Context: an optimization exercise on an open-source flow, tuned for small area, a short achievable clock period and few clock cycles. The choices shown serve that exercise and are no tape-out recipe.
At most, simulation tests tie the RTL to the original design; equivalence was not proved.
Power is estimated from default activity; no workload was simulated.

==> module euclidean_distance_unit, before the edit <==
module euclidean_distance_unit
(
    input  logic                              clk,
    input  logic                              rst_n,
    input  logic                              s_axis_tvalid,
    output logic                              s_axis_tready,
    input  logic [edu_pkg::TDATA_IN_W-1:0]    s_axis_tdata,
    input  logic                              s_axis_tlast,
    output logic                              m_axis_tvalid,
    input  logic                              m_axis_tready,
    output logic [edu_pkg::TDATA_OUT_W-1:0]   m_axis_tdata,
    output logic                              m_axis_tuser
);
    localparam int EW    = edu_pkg::ELEM_W;
    localparam int AW    = edu_pkg::ACC_W;
    localparam int LW    = edu_pkg::LO_W;
    localparam int HW    = edu_pkg::HI_W;
    localparam int RW    = edu_pkg::ROOT_W;
    localparam int MW    = edu_pkg::REM_W;
    localparam int FB    = 4;                    
    localparam int BW    = AW - 2 * FB;          
    localparam int RADW  = BW;                   
    localparam int STEPS = RW - FB;              
    localparam int TW    = LW + 2;               
    logic              rdy_reg;
    logic              accept;
    logic [EW:0]       diff;
    logic [EW:0]       da_reg;
    logic              va_reg, lasta_reg;
    assign accept = s_axis_tvalid && rdy_reg;
    assign diff   = {s_axis_tdata[EW-1], s_axis_tdata[EW-1:0]}
                  - {s_axis_tdata[2*EW-1], s_axis_tdata[2*EW-1:EW]};
    always_ff @(posedge clk)
    begin
        da_reg    <= accept ? diff : '0;
        lasta_reg <= s_axis_tlast;
    end
    logic [TW-1:0]     row_s, row_c;
    logic [TW-1:0]     rsb_reg, rcb_reg;
    logic              vb_reg, lastb_reg;
    edu_sq_tree u_sq
    (
        .d     (da_reg),
        .row_s (row_s),
        .row_c (row_c)
    );
    always_ff @(posedge clk)
    begin
        rsb_reg   <= row_s;
        rcb_reg   <= row_c;
        lastb_reg <= lasta_reg;
    end
    logic [LW-1:0]     lo_reg;
    logic [HW-1:0]     hi_reg;
    logic              cy_reg, ovf_reg;
    logic              first_reg;    
    logic              clr_reg;      
    logic              full_reg;     
    logic [TW-1:0]     base, cs_s, cs_c, lo_sum;
    logic [HW:0]       hi_inc;
    logic              load;
    assign base   = clr_reg ? '0 : TW'(lo_reg);
    assign cs_s   = base ^ rsb_reg ^ rcb_reg;
    assign cs_c   = {(base[TW-2:0] & rsb_reg[TW-2:0])
                   | (base[TW-2:0] & rcb_reg[TW-2:0])
                   | (rsb_reg[TW-2:0] & rcb_reg[TW-2:0]), 1'b0};
    assign lo_sum = cs_s + cs_c;
    always_comb
    begin
        for (int i = 0; i < HW; i++)
            hi_inc[i] = hi_reg[i] ^ (cy_reg && ((hi_reg & HW'((1 << i) - 1)) == HW'((1 << i) - 1)));
        hi_inc[HW] = cy_reg && (&hi_reg);
    end
    always_ff @(posedge clk)
        clr_reg <= va_reg && (vb_reg ? lastb_reg : first_reg);
    always_ff @(posedge clk)
    begin
        lo_reg  <= lo_sum[LW-1:0];
        cy_reg  <= lo_sum[LW];
        hi_reg  <= clr_reg ? '0 : hi_inc[HW-1:0];
        ovf_reg <= clr_reg ? 1'b0 : (ovf_reg || hi_inc[HW]);
    end
    logic              busy_reg, valid_reg, sat_reg;
    logic [4:0]        cnt_reg;
    logic [RADW-1:0]   rad_reg;
    logic [MW:0]       rem_reg;      
    logic [RW-1:0]     root_reg;
    logic              free, finish;
    logic              bufv_reg, bsat_reg, move;
    logic [BW-1:0]     bsum_reg;
    logic [FB-1:0]     broot_reg;
    logic [FB:0]       brem_reg;
    logic [AW-1:0]     sum_c;        
    logic              sat_c;
    logic [FB-1:0]     root_t;
    logic [FB:0]       rem_t;
    assign sum_c = {hi_inc[HW-1:0], lo_reg};
    assign sat_c = ovf_reg || hi_inc[HW];
    edu_root_top u_top
    (
        .x    (sum_c[AW-1 -: 2*FB]),
        .root (root_t),
        .rem  (rem_t)
    );
    assign move = full_reg && (!bufv_reg || load);
    always_ff @(posedge clk)
    begin
        if (move)
        begin
            bsum_reg  <= sum_c[BW-1:0];
            broot_reg <= root_t | {FB{sat_c}};
            brem_reg  <= rem_t;
            bsat_reg  <= sat_c;
        end
    end
    logic [MW:0]       rem_n, step_op;
    logic [RW-1:0]     root_n;
    assign step_op = rem_reg[MW] ? {root_reg, 2'b11} : {~root_reg, 2'b11};
    assign rem_n   = {rem_reg[MW-2:0], rad_reg[RADW-1 -: 2]} + step_op;
    assign root_n  = {root_reg[RW-2:0], !rem_n[MW] || sat_reg};
    assign free   = (!busy_reg && !valid_reg) || (valid_reg && m_axis_tready);
    assign load   = bufv_reg && free;
    assign finish = busy_reg && (cnt_reg == '0);
    always_ff @(posedge clk)
    begin
        if (load)
        begin
            rad_reg  <= bsum_reg[RADW-1:0];
            rem_reg  <= (MW+1)'(brem_reg);
            root_reg <= RW'(broot_reg);
            sat_reg  <= bsat_reg;
        end
        else
        begin
            rad_reg  <= {rad_reg[RADW-3:0], 2'b00};
            rem_reg  <= rem_n;
            if (busy_reg)
                root_reg <= root_n;
        end
    end
    always_ff @(posedge clk)
        cnt_reg <= load ? 5'(STEPS - 1) : cnt_reg - 1'b1;
    logic       rdy_next;
    logic [1:0] pend_reg;    
    logic [1:0] pend_next;
    function automatic logic [2:0] ctrl_next(input logic mr, input logic lt);
        logic       ld, idle, rdy;
        logic [1:0] pend;
        ld   = bufv_reg && ((!busy_reg && !valid_reg) || (valid_reg && mr));
        pend = pend_reg + 2'(lt) - 2'(ld);
        idle = !ld && !busy_reg && !(valid_reg && !mr);
        rdy  = (pend <= 2'd1) || ((pend == 2'd2) && idle);
        ctrl_next = {pend, rdy};
    endfunction
    always_comb
    begin
        logic [2:0] c00, c01, c10, c11;
        c00 = ctrl_next(1'b0, 1'b0);
        c01 = ctrl_next(1'b0, 1'b1);
        c10 = ctrl_next(1'b1, 1'b0);
        c11 = ctrl_next(1'b1, 1'b1);
        if (accept && s_axis_tlast)
            {pend_next, rdy_next} = m_axis_tready ? c11 : c01;
        else
            {pend_next, rdy_next} = m_axis_tready ? c10 : c00;
    end
    always_ff @(posedge clk or negedge rst_n)
    begin
        if (!rst_n)
        begin
            rdy_reg   <= 1'b0;
            pend_reg  <= '0;
            va_reg    <= 1'b0;
            vb_reg    <= 1'b0;
            first_reg <= 1'b1;
            full_reg  <= 1'b0;
            bufv_reg  <= 1'b0;
            busy_reg  <= 1'b0;
            valid_reg <= 1'b0;
        end
        else
        begin
            rdy_reg   <= rdy_next;
            pend_reg  <= pend_next;
            va_reg    <= accept;
            vb_reg    <= va_reg;
            if (vb_reg)
                first_reg <= lastb_reg;
            full_reg  <= (full_reg && !move) || (vb_reg && lastb_reg);
            bufv_reg  <= (bufv_reg && !load) || move;
            if (load)
                busy_reg <= 1'b1;
            else if (finish)
                busy_reg <= 1'b0;
            if (finish)
                valid_reg <= 1'b1;
            else if (m_axis_tready)
                valid_reg <= 1'b0;
        end
    end
    assign s_axis_tready = rdy_reg;
    assign m_axis_tvalid = valid_reg;
    assign m_axis_tdata  = edu_pkg::TDATA_OUT_W'(root_reg);
    assign m_axis_tuser  = sat_reg;
endmodule
export LEC_CHECK = 0
export CAP_MARGIN = 20
export CORE_MARGIN = 2
export CORE_UTILIZATION = 60
export CTS_BUF_LIST = sky130_fd_sc_hd__clkbuf_8
export CTS_CLUSTER_DIAMETER = 60
export CTS_CLUSTER_SIZE = 20
export PLACE_DENSITY = 0.75
export SETUP_SLACK_MARGIN = 4.6
export SLEW_MARGIN = 20
create_clock -name core_clock -period 8.0 [get_ports {clk}]
standard.sh (not shown) runs the stock make flow with config.mk's settings and CLKGATE_MAP_FILE= SYNTH_SCRIPT=/design/flow/synth_recipe.tcl, a recipe that flattens the netlist after the stock synthesis.
==> flow/flow/run.sh <==
#!/bin/bash
# Layout: the standard flow, with the port buffers made as buf_2
# cells instead of the delay buffers buffer_ports picks by itself.
set -euo pipefail
export BUFFER_PORTS_ARGS="-buffer_cell sky130_fd_sc_hd__buf_2"
bash standard.sh > standard.log 2>&1
Next try:
--- a/flow/design.v
+++ b/flow/design.v
@@ -647,25 +647,23 @@
     logic       rdy_next;
     logic [1:0] pend_reg;    
-    logic [1:0] pend_next;
-    function automatic logic [2:0] ctrl_next(input logic mr, input logic lt);
-        logic       ld, idle, rdy;
+    function automatic logic ready_next(input logic mr, input logic lt);
+        logic       ld, idle;
         logic [1:0] pend;
         ld   = bufv_reg && ((!busy_reg && !valid_reg) || (valid_reg && mr));
         pend = pend_reg + 2'(lt) - 2'(ld);
         idle = !ld && !busy_reg && !(valid_reg && !mr);
-        rdy  = (pend <= 2'd1) || ((pend == 2'd2) && idle);
-        ctrl_next = {pend, rdy};
+        ready_next = (pend <= 2'd1) || ((pend == 2'd2) && idle);
     endfunction
     always_comb
     begin
-        logic [2:0] c00, c01, c10, c11;
-        c00 = ctrl_next(1'b0, 1'b0);
-        c01 = ctrl_next(1'b0, 1'b1);
-        c10 = ctrl_next(1'b1, 1'b0);
-        c11 = ctrl_next(1'b1, 1'b1);
+        logic r00, r01, r10, r11;
+        r00 = ready_next(1'b0, 1'b0);
+        r01 = ready_next(1'b0, 1'b1);
+        r10 = ready_next(1'b1, 1'b0);
+        r11 = ready_next(1'b1, 1'b1);
         if (accept && s_axis_tlast)
-            {pend_next, rdy_next} = m_axis_tready ? c11 : c01;
+            rdy_next = m_axis_tready ? r11 : r01;
         else
-            {pend_next, rdy_next} = m_axis_tready ? c10 : c00;
+            rdy_next = m_axis_tready ? r10 : r00;
     end
     always_ff @(posedge clk or negedge rst_n)
@@ -686,5 +684,5 @@
         begin
             rdy_reg   <= rdy_next;
-            pend_reg  <= pend_next;
+            pend_reg  <= pend_reg + 2'(accept && s_axis_tlast) - 2'(load);
             va_reg    <= accept;
             vb_reg    <= va_reg;
Hold slack is better by 0.019 ns.
Sequential share of layout area is higher by 0.67 points.
Clock skew is lower by 0.013 ns.
Sequential power hardly moves.
Flip-flop and latch count stays the same.
Register-to-register slack is worse by 0.02 ns.
Wire length is lower by 4.4%.
Via count is lower by 5.4%.
Total power is lower by 2.3%.
Design area is lower by 2.3%.
Global-route usage is lower by 1.1 points.
Count of clock-buffer cells in the layout is higher by 2.
Core utilization is lower by 0.11 points.
Testbench counts after the change, summed over its fixed seeds: cycles 22,995.
Function not checked in the first run of this note: the RTL went through the layout flow alone.

==> port drivers added, routing unchanged <==
Ports are ideal in the flow. The routed layouts listed here were re-timed in OpenROAD. Step 1, drivers: a clkbuf_16 drives clk and a buf_2 each remaining input, both assumed. Step 2 moves the port delays by t, midway between the first and last clock arrival at a register: inputs arrive t later, outputs are due t later. That takes back most of the time a late clock gives input paths. Slacks: no drivers / after step 1 / after step 2; pairs: no drivers / after step 1.
run | t, ns | setup WS [ns] | clock arrival spread, ns
the first run | 0.636 | 4.706 / 4.706 / 4.128 | 0.047 / 0.046
the second run | 0.617 | 4.683 / 4.683 / 4.250 | 0.029 / 0.029
After both steps setup and hold are still met in every run listed. For the first run, which loses most, drivers alone change the setup slack by 0.000 ns; drivers and shift together by -0.578 ns.
